This design comes from an exercise in tuning for small area, a short achievable clock period and few clock cycles per item on the open sky130 flow, not from production work.
Function was checked by simulation only, so behaviour that the tests miss may differ from the original.

==> inputs of build 51 <==
// ntt_core
module ntt_core (
    input  logic  clk,
    input  logic  reset,
    input  logic  load_w,
    input  logic  load_data,
    input  logic  start,
    input  ntt_pkg::coef_t din,
    output logic  done,
    output logic  dout_valid,
    output ntt_pkg::coef_t dout
);
    localparam logic [1:0] K_NONE = 2'd0, K_BP = 2'd1, K_H = 2'd2, K_TW = 2'd3;
    logic        cw_r, cd_r, cs_r;   
    logic        idle_r;             
    logic        lw_act;             
    logic [3:0]  lw_cnt;             
    logic        cv_act;             
    logic [4:0]  cv_cnt;
    logic        tw_ready;           
    logic [5:0]  ph;                 
    logic        started;            
    logic        spec_ok;            
    logic        rc_act;             
    logic [3:0]  rc;
    logic        rc_ok;              
    logic [15:0] q_r;
    logic [15:0] tw [1:7];
    logic signed [16:0] sl [0:7];    
    logic signed [17:0] sm [8:11];   
    logic        [17:0] sh [12:15];  
    logic        [17:0] bl [0:3];    
    logic signed [17:0] bh [4:7];    
    logic acc_w, acc_d, acc_s, acc_any;
    assign acc_w   = idle_r && cw_r;
    assign acc_d   = idle_r && !cw_r && cd_r;
    assign acc_s   = idle_r && !cw_r && !cd_r && cs_r && ((ph == 6'd17) || (ph == 6'd18));
    assign acc_any = acc_w || acc_d || acc_s;
    logic loading;      
    logic idle;
    assign loading = acc_d || ((ph >= 6'd2) && (ph <= 6'd16));
    assign idle    = !acc_any && !lw_act && !loading && !started;
    logic proceed;      
    logic tx;
    assign proceed = (ph == 6'd18) && (started || acc_s) && spec_ok && !rc_act;
    assign tx      = ((ph >= 6'd19) && (ph <= 6'd40)) || proceed;
    logic        n_lw_act, n_cv_act, n_tw_ready, n_started, n_spec_ok, n_rc_act, n_rc_ok;
    logic [3:0]  n_lw_cnt, n_rc;
    logic [4:0]  n_cv_cnt;
  ...
Settings: LEC_CHECK=0, CAP_MARGIN=20, CORE_MARGIN=2, CORE_UTILIZATION=40, SLEW_MARGIN=20; clock period 95.0 ns.
run.sh (not shown) runs the stock make flow with config.mk's settings and CLKGATE_MAP_FILE= SYNTH_SCRIPT=/design/flow/synth_recipe.tcl, a recipe that flattens the netlist after the stock synthesis.
==> trial 43: changes against build 51 <==
--- a/flow/design.v
+++ b/flow/design.v
@@ -69,17 +69,17 @@
             n_lw_act = 1'b1; n_lw_cnt = 4'd2; n_cv_act = 1'b0; n_tw_ready = 1'b0;
         end else if (lw_act) begin
             n_lw_cnt = lw_cnt + 4'd1;
             if (lw_cnt == 4'd9) begin
                 n_lw_act = 1'b0; n_cv_act = 1'b1; n_cv_cnt = '0;
             end
         end else if (cv_act) begin
             n_cv_cnt = cv_cnt + 5'd1;
-            if (cv_cnt == 5'd23) begin
+            if (cv_cnt == 5'd19) begin
                 n_cv_act = 1'b0; n_tw_ready = 1'b1;
             end
         end
         if (acc_d) begin
             n_ph = 6'd2; n_spec_ok = 1'b1; n_rc_act = 1'b0;
         end else begin
             if (ph != 6'd0 && ph < 6'd18) n_ph = ph + 6'd1;
             else if (ph == 6'd18) begin
@@ -97,48 +97,47 @@
             end else if (ph == 6'd18 && !spec_ok && tw_ready) begin
                 n_rc_act = 1'b1; n_rc = '0; n_rc_ok = 1'b1;
             end
         end
         if (acc_s) n_started = 1'b1;
         else if (tx && ph == 6'd40) n_started = 1'b0;
     end
     logic d_load, d_st1, d_st2, d_ph17, d_rot, d_bl0, d_conv, d_xo, d_out, d_oneg, d_oside, d_mside;
-    logic d_at18, d_iss, d_usec, d_sub, d_f0, d_cx2;
+    logic d_at18, d_iss, d_usec, d_sub, d_f0;
     logic [1:0] d_om, d_kind, d_osrc, d_uv, d_vv;
     logic [2:0] d_idx, d_tw;
     logic c_load, c_st1, c_st2, c_ph17, c_rot, c_bl0, c_conv, c_xo, c_out, c_oneg, c_oside, c_mside;
-    logic c_at18, c_iss, c_usec, c_sub, c_f0, c_cx2;
+    logic c_at18, c_iss, c_usec, c_sub, c_f0;
     logic [1:0] c_om, c_kind, c_osrc, c_uv, c_vv;
     logic [2:0] c_idx, c_tw;
     always_comb begin : decode
         logic n_run;    
         logic [5:0] f, o;
         n_run  = (n_ph >= 6'd19) && (n_ph <= 6'd40);
         d_load = (n_ph >= 6'd2) && (n_ph <= 6'd16);
         d_st1  = (n_ph >= 6'd10) && (n_ph <= 6'd16);
         d_st2  = (n_ph >= 6'd14) && (n_ph <= 6'd16);
         d_ph17 = (n_ph == 6'd17);
         d_rot  = n_rc_act && (n_rc <= 4'd7);
         d_bl0  = (n_ph == 6'd10) || (n_rc_act && n_rc == 4'd0);
-        d_conv = n_cv_act && (n_cv_cnt <= 5'd13);
-        d_cx2  = (n_cv_cnt == 5'd13);
+        d_conv = n_cv_act && (n_cv_cnt <= 5'd9);
         o      = n_ph - 6'd23;
         d_xo   = n_run && (n_ph >= 6'd23) && (n_ph <= 6'd38);
         d_out  = n_run && (n_ph >= 6'd24) && (n_ph <= 6'd39);
         d_oneg = o[3];
         d_om   = o[2:1];
         d_f0   = (o[2:1] == 2'd0);
         d_oside = o[0];
         f = n_ph - 6'd20;
         d_at18 = 1'b0;
         d_iss = 1'b0; d_kind = K_NONE; d_idx = 3'd0; d_tw = 3'd1; d_usec = 1'b0;
         d_osrc = 2'd0; d_uv = 2'd0; d_vv = 2'd0; d_sub = 1'b1; d_mside = 1'b0;
-        if (n_cv_act && (n_cv_cnt >= 5'd14) && (n_cv_cnt <= 5'd20)) begin
-            d_iss = 1'b1; d_kind = K_TW; d_idx = 3'(n_cv_cnt - 5'd13); d_tw = 3'(n_cv_cnt - 5'd13);
+        if (n_cv_act && (n_cv_cnt >= 5'd10) && (n_cv_cnt <= 5'd16)) begin
+            d_iss = 1'b1; d_kind = K_TW; d_idx = 3'(n_cv_cnt - 5'd9); d_tw = 3'(n_cv_cnt - 5'd9);
             d_usec = 1'b1;
         end else if (n_rc_act) begin
             d_osrc = 2'd1; d_sub = 1'b0;
             if (n_rc != 4'd0 && n_rc <= 4'd7 && n_tw_ready) begin
                 d_iss = 1'b1; d_kind = K_BP; d_idx = n_rc[2:0]; d_tw = n_rc[2:0];
             end
         end else if (n_ph >= 6'd10 && n_ph <= 6'd17) begin
             if (n_ph != 6'd10 && n_tw_ready) begin
@@ -156,17 +155,17 @@
                 default: begin d_uv = 2'd2; d_vv = 2'd1; d_sub = 1'b1; d_tw = 3'd6; end
             endcase
         end
     end
     always_ff @(posedge clk) begin
         c_load <= d_load; c_st1 <= d_st1; c_st2 <= d_st2; c_ph17 <= d_ph17; c_rot <= d_rot;
         c_bl0 <= d_bl0; c_conv <= d_conv; c_xo <= d_xo; c_out <= d_out; c_oneg <= d_oneg;
         c_oside <= d_oside; c_mside <= d_mside; c_at18 <= d_at18; c_iss <= d_iss; c_usec <= d_usec;
-        c_sub <= d_sub; c_f0 <= d_f0; c_cx2 <= d_cx2; c_om <= d_om; c_kind <= d_kind; c_osrc <= d_osrc;
+        c_sub <= d_sub; c_f0 <= d_f0; c_om <= d_om; c_kind <= d_kind; c_osrc <= d_osrc;
         c_uv <= d_uv; c_vv <= d_vv; c_idx <= d_idx; c_tw <= d_tw;
     end
     function automatic logic signed [19:0] vsel(input logic s, input int i);
         vsel = '0;
         case (i)
             0: vsel = s ? 20'(signed'({1'b0, bl[0]})) : 20'(signed'({1'b0, sh[15]}));
             1: vsel = s ? 20'(signed'({1'b0, bl[1]})) : 20'(signed'({1'b0, sh[14]}));
             2: vsel = s ? 20'(signed'({1'b0, bl[2]})) : 20'(signed'({1'b0, sh[13]}));
@@ -203,81 +202,68 @@
                 case (c_vv)
                     2'd1:    op_v = vsel(c_mside, 7);
                     2'd2:    op_v = vsel(c_mside, 3);
                     default: op_v = '0;
                 endcase
             end
         endcase
     end
-    assign op_a = 19'(op_u + (op_v ^ {20{c_sub}}) + 20'(c_sub) + (c_bl0 ? 20'(qq) : 20'({qq, 2'b00})));
+    assign op_a = 19'((c_sub ? (op_u - op_v) : (op_u + op_v)) + (c_bl0 ? 20'(qq) : 20'({qq, 2'b00})));
     logic [34:0] mm_t;               
     logic [23:0] mm_u;               
     logic        mm_va, mm_vb;
     logic [1:0]  mm_ka, mm_kb;
     logic [2:0]  mm_ia, mm_ib;
     logic [15:0] mm_r;               
     logic [15:0] p_r;                
-    logic [11:0] qh;
-    assign qh = qq[15:4];
-    logic [20:0] ub;
+    logic [35:0] mb;
     logic [3:0]  mbq;
-    logic [23:0] vb;
     always_comb begin : mont_b
-        ub = {1'b0, mm_t[19:0]};
+        mb = {1'b0, mm_t};
         for (int i = 0; i < 3; i++) begin
-            mbq = 4'(-ub[3:0]);
-            ub = 21'(ub[20:4]) + 21'(ub[3:0] != 4'd0) + 21'(mbq * qh);
+            mbq = 4'(-mb[3:0]);
+            mb = (mb + 36'(mbq) * 36'(qq)) >> 4;
         end
-        vb = 24'(ub[16:0]) + {1'b0, mm_t[34:20], 8'b0};
     end
-    logic [23:0] uc;
+    logic [24:0] mc;
     logic [3:0]  mcq;
-    logic [17:0] rd;
     always_comb begin : mont_c
-        uc = mm_u;
+        mc = {1'b0, mm_u};
         for (int i = 0; i < 2; i++) begin
-            mcq = 4'(-uc[3:0]);
-            uc = 24'(uc[23:4]) + 24'(uc[3:0] != 4'd0) + 24'(mcq * qh);
+            mcq = 4'(-mc[3:0]);
+            mc = (mc + 25'(mcq) * 25'(qq)) >> 4;
         end
-        rd = {1'b0, uc[16:0]} - {2'b0, qq};
-        mm_r = rd[17] ? uc[15:0] : rd[15:0];
+        mm_r = (mc[16:0] >= {1'b0, qq}) ? 16'(mc[16:0] - {1'b0, qq}) : mc[15:0];
     end
-    logic signed [20:0] o_e1, o_e2, o_e, o_f;
-    logic [21:0] x_n;
-    logic [18:0] x_r;
+    logic signed [20:0] o_e, o_f;
+    logic [21:0] x_n, x_r;
     always_comb begin
-        o_e1 = c_om[0] ? 21'(vsel(c_oside, 4)) : 21'(vsel(c_oside, 0));
-        o_e2 = c_om[0] ? 21'(vsel(c_oside, 6)) : 21'(vsel(c_oside, 2));
-        o_e  = o_e1 + (o_e2 ^ {21{c_om[1]}}) + 21'(c_om[1]);
-        o_f  = c_f0 ? (21'(vsel(c_oside, 1)) + 21'(vsel(c_oside, 3))) : 21'(signed'({1'b0, p_r}));
-        x_n  = 22'(22'(o_e) + (22'(o_f) ^ {22{c_oneg}}) + 22'(c_oneg) + 22'({qq, 3'b000}) + 22'({qq, 2'b00}));
-    end
-    function automatic logic [21:0] csub(input logic [21:0] u, input logic [21:0] k);
-        logic [22:0] d;
-        d = {1'b0, u} - {1'b0, k};
-        csub = d[22] ? u : d[21:0];
-    endfunction
-    logic [18:0] x_h;
-    always_comb begin : red_hi
-        logic [21:0] u;
-        u = csub(x_n, {2'b0, qq, 4'b0});
-        u = csub({1'b0, u[20:0]}, {3'b0, qq, 3'b0});
-        x_h = u[18:0];
+        case (c_om)
+            2'd0:    o_e = 21'(vsel(c_oside, 0)) + 21'(vsel(c_oside, 2));
+            2'd1:    o_e = 21'(vsel(c_oside, 4)) + 21'(vsel(c_oside, 6));
+            2'd2:    o_e = 21'(vsel(c_oside, 0)) - 21'(vsel(c_oside, 2));
+            default: o_e = 21'(vsel(c_oside, 4)) - 21'(vsel(c_oside, 6));
+        endcase
+        o_f = c_f0 ? (21'(vsel(c_oside, 1)) + 21'(vsel(c_oside, 3))) : 21'(signed'({1'b0, p_r}));
+        x_n = 22'((c_oneg ? (22'(o_e) - 22'(o_f)) : (22'(o_e) + 22'(o_f)))
+                  + 22'({qq, 3'b000}) + 22'({qq, 2'b00}));
     end
-    logic [18:0] red_in;
-    logic [15:0] red_out;
-    assign red_in = !c_conv ? x_r : (c_cx2 ? {2'b0, dout, 1'b0} : {dout, 3'b0});
-    always_comb begin : red_lo
+    function automatic logic [15:0] red5(input logic [21:0] x, input logic [15:0] qv);
         logic [21:0] u;
-        u = csub(22'(red_in), {4'b0, qq, 2'b0});
-        u = csub({4'b0, u[17:0]}, {5'b0, qq, 1'b0});
-        u = csub({5'b0, u[16:0]}, {6'b0, qq});
-        red_out = u[15:0];
-    end
+        u = x;
+        if (u >= {2'b00, qv, 4'b0000}) u = u - {2'b00, qv, 4'b0000};
+        if (u >= {3'b000, qv, 3'b000}) u = u - {3'b000, qv, 3'b000};
+        if (u >= {4'b0000, qv, 2'b00}) u = u - {4'b0000, qv, 2'b00};
+        if (u >= {5'b00000, qv, 1'b0}) u = u - {5'b00000, qv, 1'b0};
+        if (u >= {6'b000000, qv})      u = u - {6'b000000, qv};
+        red5 = u[15:0];
+    endfunction
+    logic [15:0] red_out;
+    assign red_out = red5(c_conv ? {2'b00, dout, 4'b0000} : x_r, qq);
     always_ff @(posedge clk or posedge reset) begin
         if (reset) begin
             cw_r <= 1'b0; cd_r <= 1'b0; cs_r <= 1'b0; idle_r <= 1'b0;
             lw_act <= 1'b0; lw_cnt <= '0;
             cv_act <= 1'b0; cv_cnt <= '0; tw_ready <= 1'b0;
             ph <= '0; started <= 1'b0; spec_ok <= 1'b0;
             rc_act <= 1'b0; rc <= '0; rc_ok <= 1'b0;
             mm_va <= 1'b0; mm_vb <= 1'b0;
@@ -291,20 +277,20 @@
             rc_act <= n_rc_act; rc <= n_rc; rc_ok <= n_rc_ok;
             mm_va <= c_iss && (!c_at18 || proceed) && !acc_w && !acc_d;
             mm_vb <= mm_va && !acc_w && !acc_d;
         end
     end
     always_ff @(posedge clk) begin
         mm_t  <= (c_usec ? 19'(dout) : op_a) * tw[c_tw];
         mm_ka <= c_kind; mm_ia <= c_idx;
-        mm_u  <= vb;
+        mm_u  <= mb[23:0];
         mm_kb <= mm_ka; mm_ib <= mm_ia;
         p_r   <= mm_r;
-        x_r   <= x_h;
+        x_r   <= x_n;
         if (mm_vb) begin
             case (mm_kb)
                 K_TW: tw[mm_ib] <= mm_r;
                 K_BP: begin
                     if (mm_ib <= 3'd3) bl[mm_ib[1:0]] <= {2'b0, mm_r};
                     else begin
                         bl[mm_ib[1:0]] <= bl[mm_ib[1:0]] + {2'b0, mm_r};
                         bh[mm_ib]      <= signed'(bl[mm_ib[1:0]]) - signed'({2'b0, mm_r});
==> comparison table <==
| metric | build 51 | trial 43 |
|---|---|---|
| M1 WL | 85800 um | 96070 um |
| Via count normalized by instance count | 5.650 | 5.621 |
| Insertion delay of the later-clocked pin in the worst-skew pair | 0.73 ns | 0.72 ns |
| Critical path launch point | dout[5]$_SDFFE_PP0P_ | dout[2]$_SDFFE_PP0P_ |
| Signal buffers share of area | 1.918% | 2.031% |
| Post-synthesis net count | 7872 | 8681 |
| Count of inverters other than clock inverters in the layout | 836 | 853 |
| Share of the final layout cell area in sequential cells | 28.11% | 26.27% |
| Starting Density | 40.29% | 40.26% |
| First-pass GRT wire length | 314000 um | 344300 um |
| Status | no timing/DRC/antenna violations | no timing/DRC/antenna violations |
| Detailed route wirelength on metal2 | 93380 um | 104700 um |
| Critical R2R Launch | mm_u[0]$_DFF_P_ | c_conv$_DFF_P_ |
| Crit share post-route | 21.81% | 21.94% |
| Multi-Input Combinational | 4956 | 5646 |
| Sequential cell area | 0.02009 mm2 | 0.02013 mm2 |
| Mean routed wirelength per cell | 23.14 um | 23.16 um |
| Clock buf count | 108 | 115 |
| Number of distinct library cells after synthesis | 84 | 99 |
| Endpoint of the worst register-to-register path | bh[5][16]$_DFFE_PP_ | dout[11]$_SDFFE_PP0P_ |
| Shortest period the worst path allows | 20.72 ns | 20.84 ns |
| Antenna violations before repair | 17 | 13 |
| Share of cell area taken by muxes after synthesis | 7.205% | 6.389% |
| Aggregate routed wire length | 209200 um | 229900 um |
Testbench counts of build 51, summed over its fixed seeds: cycles 5,456, items 128.
Testbench counts of trial 43, summed over its fixed seeds: cycles 5,424, items 128.

[port drivers added, routing unchanged]
How much do the figures lean on ideal ports? The routed layouts below were timed once more, with nothing changed but the port constraints.
Step 1 sets driving cells, clkbuf_16 on the clock port and buf_2 on the other inputs (assumed; they add their load-dependent delay and slew).
Step 2, shift: input delay + t, output delay - t, t = (earliest + latest rising clock arrival at the registers) / 2. This alone moves slack from input paths to output paths.
Slacks: ideal ports / drivers / drivers and shift; pairs: ideal ports / drivers.
| run | shift t [ns] | slack for setup (ns) | worst hold slack (ns) |
|---|---|---|---|
| build 51 | 0.774 | 74.276 / 74.199 / 74.688 | 0.323 / 0.323 / 0.323 |
| trial 43 | 0.779 | 74.156 / 74.081 / 74.772 | 0.319 / 0.319 / 0.319 |
After both steps setup and hold are still met in every run listed.
